Source: an optimization exercise on an open RTL-to-GDS flow (aim: small area, a short achievable clock period and few clock cycles per item). Production flows keep margins and buffers that such runs may drop.
At most, simulation tests tie the RTL to the original design; equivalence was not proved.

==> inputs of trial 97 <==
==> flow/design.v <==
package otis_pkg;
	localparam int DEPTH_DEF = 16;
	localparam int REQ_W     = 3;
	localparam int POS_W     = 5;
	localparam int KEY_W     = 16;
	localparam int PAY_W     = 32;
	localparam int STAT_W    = 2;
	localparam int FPOS_W    = 4;
	localparam int CNT_OUT_W = 5;
	localparam logic [REQ_W-1:0] REQ_INSERT     = 3'd0;
	localparam logic [REQ_W-1:0] REQ_READ       = 3'd1;
	localparam logic [REQ_W-1:0] REQ_WRITE      = 3'd2;
	localparam logic [REQ_W-1:0] REQ_FIND       = 3'd3;
	localparam logic [REQ_W-1:0] REQ_REMOVE_AT  = 3'd4;
	localparam logic [REQ_W-1:0] REQ_REMOVE_KEY = 3'd5;
	localparam logic [STAT_W-1:0] STAT_OK    = 2'd0;
	localparam logic [STAT_W-1:0] STAT_RANGE = 2'd1;
	localparam logic [STAT_W-1:0] STAT_FULL  = 2'd2;
	localparam logic [STAT_W-1:0] STAT_MISS  = 2'd3;
	typedef struct packed {
		logic [REQ_W-1:0] req_type;
		logic [POS_W-1:0] position;
		logic [KEY_W-1:0] entry_key;
		logic [PAY_W-1:0] entry_payload;
	} req_t;
	typedef struct packed {
		logic [STAT_W-1:0]    status;
		logic [FPOS_W-1:0]    found_position;
		logic [KEY_W-1:0]     out_key;
		logic [PAY_W-1:0]     out_payload;
		logic [CNT_OUT_W-1:0] entry_count;
		logic                 is_empty;
	} res_t;
	typedef struct packed {
		logic [KEY_W-1:0] key;
		logic [PAY_W-1:0] payload;
	} slot_t;
	typedef enum logic [1:0] {
		RD_IDX,
		RD_IDX_DN,
		RD_IDX_UP
	} rd_sel_t;
	typedef struct packed {
		logic              load_req;
		logic              idx_ld_cnt;
		logic              idx_ld_pos;
		logic              idx_ld_zero;
		logic              idx_inc;
		logic              idx_dec;
		logic              rd_en;
		rd_sel_t           rd_sel;
		logic              wr_en;
		logic              wr_new;
		logic              cnt_inc;
		logic              cnt_dec;
		logic              cap_out;
		logic              cap_fpos;
		logic              set_status;
		logic [STAT_W-1:0] status_code;
		logic              out_load;
	} ctl_cmd_t;
	typedef struct packed {
		logic [REQ_W-1:0] req_type;
		logic             ins_bad;
		logic             pos_bad;
		logic             full;
		logic             idx_gt_pos;
		logic             idx_end;
		logic             idx_last;
		logic             key_hit;
		logic             out_free;
	} dp_sts_t;
endpackage
module ordered_table_insert_remove_search #(
	parameter int DEPTH = otis_pkg::DEPTH_DEF
) (
	input  logic           clk,
	input  logic           arst_n,
	input  logic           req_valid,
	output logic           req_stall,
	input  otis_pkg::req_t req_data,
	output logic           res_valid,
	input  logic           res_stall,
	output otis_pkg::res_t res_data
);
	localparam int N  = 16;
	localparam int KW = otis_pkg::KEY_W;
	localparam int PW = otis_pkg::PAY_W;
	logic           v_q;              
	logic [KW-1:0]  rkey_q;           
	logic [PW-1:0]  rpay_q;
	logic [4:0]     pos_q;            
	logic           t_ins_q, t_rd_q, t_wr_q, t_find_q, t_rat_q, t_rk_q;
	logic [N:0]     poh_q;            
	logic [N:0]     pge_q;            
	logic           pbig_q;           
	logic [N-1:0]   eq_q;             
	logic [KW-1:0]  key_q [N];
	logic [PW-1:0]  pay_q [N];
	logic [4:0]     cnt_q;
	logic [N-1:0]   vld_q;            
	logic           o_v, s_v;
	otis_pkg::res_t o_q, s_q, r;
	logic           fire;
	assign fire      = v_q & ~s_v;
	assign req_stall = v_q & s_v;
	logic          pos_lt_cnt, pos_le_cnt, full;
	logic          ins_ok, rd_ok, wr_ok, rat_ok, rk_ok, rem_ok, hit;
	logic [N-1:0]  eqv, pre, first, ns, up, dn, en;
	logic [3:0]    fenc;
	logic [4:0]    cnt_nxt;
	logic [KW-1:0] okey;
	logic [PW-1:0] opay;
	assign full       = cnt_q[4];
	assign pos_lt_cnt = |(poh_q[N-1:0] & vld_q);
	assign pos_le_cnt = poh_q[0] | |(poh_q[N:1] & vld_q);
	logic t_rdx;
	assign t_rdx  = t_rd_q | t_wr_q | t_rat_q;
	assign ins_ok = t_ins_q & pos_le_cnt & ~full;
	assign rd_ok  = (t_rd_q | t_wr_q | t_rat_q) & pos_lt_cnt;
	assign wr_ok  = t_wr_q & pos_lt_cnt;
	assign rat_ok = t_rat_q & pos_lt_cnt;
	always_comb begin
		eqv = eq_q & vld_q;
		for (int i = 0; i < N; i++) begin
			pre[i]   = |(eqv & N'((32'd2 << i) - 32'd1));
			first[i] = eqv[i] & ~|(eqv & N'((32'd1 << i) - 32'd1));
		end
		fenc = '0;
		for (int i = 0; i < N; i++) if (first[i]) fenc = fenc | 4'(i);
	end
	assign hit    = |eqv;
	assign rk_ok  = t_rk_q & hit;
	assign rem_ok = rat_ok | rk_ok;
	always_comb begin
		for (int i = 0; i < N; i++) begin
			ns[i] = (t_ins_q | t_wr_q) & poh_q[i];
			up[i] = t_ins_q & ~poh_q[i];
			dn[i] = ~t_ins_q & ~ns[i];
			en[i] = fire & ((((t_ins_q & ~full) | t_rat_q) & pge_q[i]) | (t_wr_q & poh_q[i]) |
			                (t_rk_q & pre[i]));
		end
	end
	logic [N-1:0] s_h, s_n, s_u, s_d;
	assign s_h = ~en;
	assign s_n = en & ns;
	assign s_u = en & up;
	assign s_d = en & dn;
	always_ff @(posedge clk) begin
		for (int i = 0; i < N; i++) begin
			key_q[i] <= ({KW{s_h[i]}} & key_q[i]) |
			            ({KW{s_n[i]}} & rkey_q) |
			            ({KW{s_u[i]}} & ((i > 0) ? key_q[(i > 0) ? i - 1 : 0] : '0)) |
			            ({KW{s_d[i]}} & ((i < N - 1) ? key_q[(i < N - 1) ? i + 1 : N - 1] : '0));
			pay_q[i] <= ({PW{s_h[i]}} & pay_q[i]) |
			            ({PW{s_n[i]}} & rpay_q) |
			            ({PW{s_u[i]}} & ((i > 0) ? pay_q[(i > 0) ? i - 1 : 0] : '0)) |
			            ({PW{s_d[i]}} & ((i < N - 1) ? pay_q[(i < N - 1) ? i + 1 : N - 1] : '0));
		end
	end
	logic [4:0] cnt_p1, cnt_m1;
	assign cnt_p1  = cnt_q + 5'd1;
	assign cnt_m1  = cnt_q - 5'd1;
	assign cnt_nxt = ins_ok ? cnt_p1 : rem_ok ? cnt_m1 : cnt_q;
	always_ff @(posedge clk or negedge arst_n) begin
		if (!arst_n) begin
			cnt_q <= '0;
			vld_q <= '0;
		end else if (fire) begin
			if (ins_ok) begin
				cnt_q <= cnt_p1;
				vld_q <= {vld_q[N-2:0], 1'b1};
			end else if (rem_ok) begin
				cnt_q <= cnt_m1;
				vld_q <= {1'b0, vld_q[N-1:1]};
			end
		end
	end
	always_comb begin
		okey = '0;
		opay = '0;
		for (int i = 0; i < N; i++) begin
			okey = okey | ({KW{t_rdx & poh_q[i] & vld_q[i]}} & key_q[i]);
			opay = opay | ({PW{(t_rdx & poh_q[i] & vld_q[i]) | (t_rk_q & first[i])}} & pay_q[i]);
		end
		if (rk_ok) okey = rkey_q;
	end
	always_comb begin
		r = '0;
		if (t_ins_q) begin
			if (!pos_le_cnt)  r.status = otis_pkg::STAT_RANGE;
			else if (full)    r.status = otis_pkg::STAT_FULL;
		end else if (t_rd_q | t_wr_q | t_rat_q) begin
			if (!pos_lt_cnt)  r.status = otis_pkg::STAT_RANGE;
		end else if (t_find_q | t_rk_q) begin
			if (!hit)         r.status = otis_pkg::STAT_MISS;
			r.found_position = fenc;
		end
		r.out_key     = okey;
		r.out_payload = opay;
		r.entry_count = cnt_nxt;
		r.is_empty    = (~vld_q[0] & ~ins_ok) | (vld_q[0] & ~vld_q[1] & rem_ok);
	end
	logic [N-1:0] c0;
	logic         cnew;
	logic [2:0]   ityp;
	logic [4:0]   ipos;
	assign ityp = req_data.req_type;
	assign ipos = req_data.position;
	always_comb begin
		for (int i = 0; i < N; i++) c0[i] = (key_q[i] == req_data.entry_key);
		cnew = (rkey_q == req_data.entry_key);
	end
	always_ff @(posedge clk or negedge arst_n) begin
		if (!arst_n) begin
			v_q <= 1'b0;
		end else if (!req_stall) begin
			v_q <= req_valid;
		end
	end
	always_ff @(posedge clk) begin
		if (!req_stall) begin
			rkey_q   <= req_data.entry_key;
			rpay_q   <= req_data.entry_payload;
			pos_q    <= ipos;
			t_ins_q  <= (ityp == otis_pkg::REQ_INSERT);
			t_rd_q   <= (ityp == otis_pkg::REQ_READ);
			t_wr_q   <= (ityp == otis_pkg::REQ_WRITE);
			t_find_q <= (ityp == otis_pkg::REQ_FIND);
			t_rat_q  <= (ityp == otis_pkg::REQ_REMOVE_AT);
			t_rk_q   <= (ityp == otis_pkg::REQ_REMOVE_KEY);
			for (int i = 0; i <= N; i++) begin
				poh_q[i] <= (ipos == 5'(i));
				pge_q[i] <= (ipos <= 5'(i));
			end
			pbig_q <= (ipos > 5'(N));
			for (int i = 0; i < N; i++) begin
				if (en[i]) begin
					eq_q[i] <= ns[i] ? cnew :
					           up[i] ? ((i > 0) ? c0[(i > 0) ? i - 1 : 0] : 1'b0) :
					           ((i < N - 1) ? c0[(i < N - 1) ? i + 1 : N - 1] : 1'b0);
				end else begin
					eq_q[i] <= c0[i];
				end
			end
		end
	end
	logic pop;
	assign pop = o_v & ~res_stall;
	always_ff @(posedge clk or negedge arst_n) begin
		if (!arst_n) begin
			o_v <= 1'b0;
			s_v <= 1'b0;
		end else begin
			o_v <= (o_v & ~pop) | s_v | fire;
			s_v <= s_v ? ~pop : (fire & o_v & ~pop);
		end
	end
	always_ff @(posedge clk) begin
		if (!o_v || pop) begin
			o_q <= s_v ? s_q : r;
		end
		if (!s_v) begin
			s_q <= r;
		end
	end
	assign res_valid = o_v;
	assign res_data  = o_q;
endmodule
==> flow/run.sh <==
#!/bin/bash
# synth_recipe.tcl (not shown) runs the flow's synth.tcl, then flattens the netlist and writes it again
# the make line also repeats each setting of config.mk as NAME=value (left out here)
make -C /OpenROAD-flow-scripts/flow DESIGN_CONFIG=/design/flow/config.mk WORK_HOME=/design/flow/orfs CLKGATE_MAP_FILE= SYNTH_SCRIPT=/design/flow/synth_recipe.tcl finish
==> flow/config.mk <==
export PLATFORM = sky130hd
export DESIGN_NAME = ordered_table_insert_remove_search
export DESIGN_NICKNAME = ordered_table_insert_remove_search
export VERILOG_FILES = /design/flow/design.v
export SDC_FILE = /design/flow/constraint.sdc
export NUM_CORES = 4
export LEC_CHECK = 0
export ABC_CLOCK_PERIOD_IN_PS = 2000
export CAP_MARGIN = 20
export CORE_MARGIN = 2
export CORE_UTILIZATION = 40
export SETUP_SLACK_MARGIN = 3.3
export SLEW_MARGIN = 20
==> flow/constraint.sdc <==
create_clock -name core_clock -period 5.5 [get_ports {clk}]
set_input_delay 1.1000 -clock core_clock [delete_from_list [all_inputs] [get_ports {clk}]]
set_output_delay 1.1000 -clock core_clock [all_outputs]
set_load 0.01 [all_outputs]
==> trial 19 (differences from trial 97) <==
--- a/flow/design.v
+++ b/flow/design.v
@@ -90,10 +90,11 @@
 	logic [KW-1:0]  rkey_q;           
 	logic [PW-1:0]  rpay_q;
-	logic [4:0]     pos_q;            
 	logic           t_ins_q, t_rd_q, t_wr_q, t_find_q, t_rat_q, t_rk_q;
-	logic [N:0]     poh_q;            
-	logic [N:0]     pge_q;            
-	logic           pbig_q;           
-	logic [N-1:0]   eq_q;             
+	logic           t_rdx_q;          
+	logic [N-1:0]   rsel_q;           
+	logic [N-1:0]   nsel_q;           
+	logic           p16_q;            
+	logic [N-1:0]   pge_q;            
+	logic [N-1:0]   pre_q;            
 	logic [KW-1:0]  key_q [N];
 	logic [PW-1:0]  pay_q [N];
@@ -103,9 +104,11 @@
 	otis_pkg::res_t o_q, s_q, r;
 	logic           fire;
+	logic stall_q;                    
 	assign fire      = v_q & ~s_v;
-	assign req_stall = v_q & s_v;
+	assign req_stall = stall_q;
 	logic          pos_lt_cnt, pos_le_cnt, full;
 	logic          ins_ok, rd_ok, wr_ok, rat_ok, rk_ok, rem_ok, hit;
-	logic [N-1:0]  eqv, pre, first, ns, up, dn, en;
+	logic [N-1:0]  pre, first, ns, up, dn, en, en_e, en_k;
+	logic          rkf;
 	logic [3:0]    fenc;
 	logic [4:0]    cnt_nxt;
@@ -113,8 +116,8 @@
 	logic [PW-1:0] opay;
 	assign full       = cnt_q[4];
-	assign pos_lt_cnt = |(poh_q[N-1:0] & vld_q);
-	assign pos_le_cnt = poh_q[0] | |(poh_q[N:1] & vld_q);
+	assign pos_lt_cnt = |(rsel_q & vld_q);
+	assign pos_le_cnt = nsel_q[0] | |(nsel_q[N-1:1] & vld_q[N-2:0]) | (p16_q & vld_q[N-1]);
 	logic t_rdx;
-	assign t_rdx  = t_rd_q | t_wr_q | t_rat_q;
+	assign t_rdx  = t_rdx_q;
 	assign ins_ok = t_ins_q & pos_le_cnt & ~full;
 	assign rd_ok  = (t_rd_q | t_wr_q | t_rat_q) & pos_lt_cnt;
@@ -122,29 +125,30 @@
 	assign rat_ok = t_rat_q & pos_lt_cnt;
 	always_comb begin
-		eqv = eq_q & vld_q;
-		for (int i = 0; i < N; i++) begin
-			pre[i]   = |(eqv & N'((32'd2 << i) - 32'd1));
-			first[i] = eqv[i] & ~|(eqv & N'((32'd1 << i) - 32'd1));
+		pre = pre_q;
+		for (int i = 0; i < N; i++) begin
+			first[i] = pre[i] & ((i > 0) ? ~pre[(i > 0) ? i - 1 : 0] : 1'b1) & vld_q[i];
 		end
 		fenc = '0;
 		for (int i = 0; i < N; i++) if (first[i]) fenc = fenc | 4'(i);
 	end
-	assign hit    = |eqv;
+	assign hit    = |(pre & vld_q);
 	assign rk_ok  = t_rk_q & hit;
 	assign rem_ok = rat_ok | rk_ok;
-	always_comb begin
-		for (int i = 0; i < N; i++) begin
-			ns[i] = (t_ins_q | t_wr_q) & poh_q[i];
-			up[i] = t_ins_q & ~poh_q[i];
+	assign rkf    = fire & t_rk_q;
+	always_comb begin
+		for (int i = 0; i < N; i++) begin
+			ns[i] = nsel_q[i];
+			up[i] = t_ins_q & ~nsel_q[i];
 			dn[i] = ~t_ins_q & ~ns[i];
-			en[i] = fire & ((((t_ins_q & ~full) | t_rat_q) & pge_q[i]) | (t_wr_q & poh_q[i]) |
-			                (t_rk_q & pre[i]));
+			en_e[i] = fire & ((((t_ins_q & ~full) | t_rat_q) & pge_q[i]) | (t_wr_q & nsel_q[i]));
+			en_k[i] = rkf & pre[i];
+			en[i]   = en_e[i] | en_k[i];
 		end
 	end
 	logic [N-1:0] s_h, s_n, s_u, s_d;
-	assign s_h = ~en;
-	assign s_n = en & ns;
-	assign s_u = en & up;
-	assign s_d = en & dn;
+	assign s_h = ~en_e & ~en_k;
+	assign s_n = en_e & ns;
+	assign s_u = en_e & up;
+	assign s_d = (en_e & dn) | en_k;
 	always_ff @(posedge clk) begin
 		for (int i = 0; i < N; i++) begin
@@ -163,16 +167,14 @@
 	assign cnt_m1  = cnt_q - 5'd1;
 	assign cnt_nxt = ins_ok ? cnt_p1 : rem_ok ? cnt_m1 : cnt_q;
+	logic [N-1:0] vld_nxt;
+	assign vld_nxt = ~fire ? vld_q : ins_ok ? {vld_q[N-2:0], 1'b1} :
+	                 rem_ok ? {1'b0, vld_q[N-1:1]} : vld_q;
 	always_ff @(posedge clk or negedge arst_n) begin
 		if (!arst_n) begin
 			cnt_q <= '0;
 			vld_q <= '0;
-		end else if (fire) begin
-			if (ins_ok) begin
-				cnt_q <= cnt_p1;
-				vld_q <= {vld_q[N-2:0], 1'b1};
-			end else if (rem_ok) begin
-				cnt_q <= cnt_m1;
-				vld_q <= {1'b0, vld_q[N-1:1]};
-			end
+		end else begin
+			vld_q <= vld_nxt;
+			if (fire) cnt_q <= cnt_nxt;
 		end
 	end
@@ -181,6 +183,6 @@
 		opay = '0;
 		for (int i = 0; i < N; i++) begin
-			okey = okey | ({KW{t_rdx & poh_q[i] & vld_q[i]}} & key_q[i]);
-			opay = opay | ({PW{(t_rdx & poh_q[i] & vld_q[i]) | (t_rk_q & first[i])}} & pay_q[i]);
+			okey = okey | ({KW{rsel_q[i] & vld_q[i]}} & key_q[i]);
+			opay = opay | ({PW{(rsel_q[i] & vld_q[i]) | (t_rk_q & first[i])}} & pay_q[i]);
 		end
 		if (rk_ok) okey = rkey_q;
@@ -208,13 +210,19 @@
 	assign ityp = req_data.req_type;
 	assign ipos = req_data.position;
+	logic [N-1:0] eqn;
 	always_comb begin
 		for (int i = 0; i < N; i++) c0[i] = (key_q[i] == req_data.entry_key);
 		cnew = (rkey_q == req_data.entry_key);
+		for (int i = 0; i < N; i++) begin
+			eqn[i] = (s_h[i] & c0[i]) | (s_n[i] & cnew) |
+			         (s_u[i] & ((i > 0) ? c0[(i > 0) ? i - 1 : 0] : 1'b0)) |
+			         (s_d[i] & ((i < N - 1) ? c0[(i < N - 1) ? i + 1 : N - 1] : 1'b0));
+		end
 	end
 	always_ff @(posedge clk or negedge arst_n) begin
 		if (!arst_n) begin
 			v_q <= 1'b0;
-		end else if (!req_stall) begin
-			v_q <= req_valid;
+		end else begin
+			v_q <= v_nxt;
 		end
 	end
@@ -223,5 +231,4 @@
 			rkey_q   <= req_data.entry_key;
 			rpay_q   <= req_data.entry_payload;
-			pos_q    <= ipos;
 			t_ins_q  <= (ityp == otis_pkg::REQ_INSERT);
 			t_rd_q   <= (ityp == otis_pkg::REQ_READ);
@@ -230,17 +237,16 @@
 			t_rat_q  <= (ityp == otis_pkg::REQ_REMOVE_AT);
 			t_rk_q   <= (ityp == otis_pkg::REQ_REMOVE_KEY);
-			for (int i = 0; i <= N; i++) begin
-				poh_q[i] <= (ipos == 5'(i));
-				pge_q[i] <= (ipos <= 5'(i));
+			t_rdx_q  <= (ityp == otis_pkg::REQ_READ) | (ityp == otis_pkg::REQ_WRITE) |
+			            (ityp == otis_pkg::REQ_REMOVE_AT);
+			for (int i = 0; i < N; i++) begin
+				rsel_q[i] <= (ipos == 5'(i)) & ((ityp == otis_pkg::REQ_READ) |
+				             (ityp == otis_pkg::REQ_WRITE) | (ityp == otis_pkg::REQ_REMOVE_AT));
+				nsel_q[i] <= (ipos == 5'(i)) & ((ityp == otis_pkg::REQ_INSERT) |
+				             (ityp == otis_pkg::REQ_WRITE));
+				pge_q[i]  <= (ipos <= 5'(i));
 			end
-			pbig_q <= (ipos > 5'(N));
+			p16_q <= (ipos == 5'(N));
 			for (int i = 0; i < N; i++) begin
-				if (en[i]) begin
-					eq_q[i] <= ns[i] ? cnew :
-					           up[i] ? ((i > 0) ? c0[(i > 0) ? i - 1 : 0] : 1'b0) :
-					           ((i < N - 1) ? c0[(i < N - 1) ? i + 1 : N - 1] : 1'b0);
-				end else begin
-					eq_q[i] <= c0[i];
-				end
+				pre_q[i] <= |(eqn & N'((32'd2 << i) - 32'd1));
 			end
 		end
@@ -248,11 +254,16 @@
 	logic pop;
 	assign pop = o_v & ~res_stall;
+	logic v_nxt, s_nxt;
+	assign v_nxt = stall_q ? v_q : req_valid;
+	assign s_nxt = s_v ? ~pop : (fire & o_v & ~pop);
 	always_ff @(posedge clk or negedge arst_n) begin
 		if (!arst_n) begin
-			o_v <= 1'b0;
-			s_v <= 1'b0;
+			o_v     <= 1'b0;
+			s_v     <= 1'b0;
+			stall_q <= 1'b0;
 		end else begin
-			o_v <= (o_v & ~pop) | s_v | fire;
-			s_v <= s_v ? ~pop : (fire & o_v & ~pop);
+			o_v     <= (o_v & ~pop) | s_v | fire;
+			s_v     <= s_nxt;
+			stall_q <= v_nxt & s_nxt;
 		end
 	end
==> flow/flow/run.sh (new file) <==
#!/bin/bash
# The standard layout (the standard.sh, standard synthesis included) with three changes:
# the port buffers are buf_4 cells instead of the delay-style buffers buffer_ports picks by
# default; resizing may change a cell's footprint; and global routing is offered less of
# met1/met2 (flow/fastroute.tcl), which eases detailed routing of this wire-heavy design.
# Each step's full log stays in orfs/logs/ of this folder; make's own output goes to
# make.log here.
set -euo pipefail
cd "$(dirname "$0")/.."
bash standard.sh MATCH_CELL_FOOTPRINT=0 \
	"BUFFER_PORTS_ARGS=-buffer_cell sky130_fd_sc_hd__buf_4" \
	"FASTROUTE_TCL=$PWD/flow/fastroute.tcl" finish > make.log 2>&1
==> flow/flow/fastroute.tcl (new file) <==
# Global routing layers as the platform sets them, with less of met1 and met2 offered to
# global routing so that more signal wiring goes to met3 and met4, easing detailed routing.
set_global_routing_layer_adjustment $::env(MIN_ROUTING_LAYER)-$::env(MAX_ROUTING_LAYER) 0.2
set_global_routing_layer_adjustment met1 0.6
set_global_routing_layer_adjustment met2 0.5

set_routing_layers -clock $::env(MIN_CLK_ROUTING_LAYER)-$::env(MAX_ROUTING_LAYER)
set_routing_layers -signal $::env(MIN_ROUTING_LAYER)-$::env(MAX_ROUTING_LAYER)
==> flow/standard.sh (new file) <==
#!/bin/bash
# synth_recipe.tcl (not shown) runs the flow's synth.tcl, then flattens the netlist and writes it again
# the make line also repeats each setting of config.mk as NAME=value (left out here)
make -C /OpenROAD-flow-scripts/flow DESIGN_CONFIG=/design/flow/config.mk WORK_HOME=/design/flow/orfs CLKGATE_MAP_FILE= SYNTH_SCRIPT=/design/flow/synth_recipe.tcl "${@:-finish}"
- ABC_CLOCK_PERIOD_IN_PS: 2000 -> default
- CELL_PAD_IN_SITES_DETAIL_PLACEMENT: default -> 1
- CELL_PAD_IN_SITES_GLOBAL_PLACEMENT: default -> 2
- CORE_UTILIZATION: 40 -> 30
- CTS_BUF_LIST: default -> sky130_fd_sc_hd__clkbuf_8
- PLACE_DENSITY: default -> 0.45
- SETUP_SLACK_MARGIN: 3.3 -> 3.0
- TNS_END_PERCENT: default -> 5
removed: flow/run.sh
==> summary of the runs <==
Trial 97 ended with an error in global routing. Trial 19 finished clean. Against trial 97, the synthesized cell count of trial 19 is lower by 4.3%. Between trial 97 and trial 19, the lower area after synthesis is in trial 19 (gap about 4.6%, measured against trial 19).
Testbench counts of trial 19, summed over its fixed seeds: cycles 4,816, items 4,800.
The RTL of trial 97 was laid out without a check of its function.

==> separate check: timing with driven ports <==
The flow's constraints put no driver on any port. The routed layout listed below was extracted and timed again, unchanged, in two steps.
Step 1 sets driving cells, clkbuf_16 on the clock port and buf_2 on the other inputs (assumed; they add their load-dependent delay and slew).
Step 2 adds t to the input delays and takes it off the output delays; t is the mean of the earliest and latest rising clock arrival at the registers after step 1. Input paths then give back, and output paths get back, about the clock's delay inside the block.
Slacks: ideal / step 1 / step 2; pairs: ideal / step 1.
run: trial 19
shift t [ns]: 1.066
setup WS [ns]: 2.618 / 2.558 / 1.703
slew at the worst register clock pin (ns): 0.07 / 0.07
worst data-port slew with drivers (ns): 0.14
pins driven straight from the clock port: 1
After both steps setup and hold are still met in trial 19. The setup slack of trial 19 moves by -0.060 ns with the drivers and by -0.915 ns with both steps.
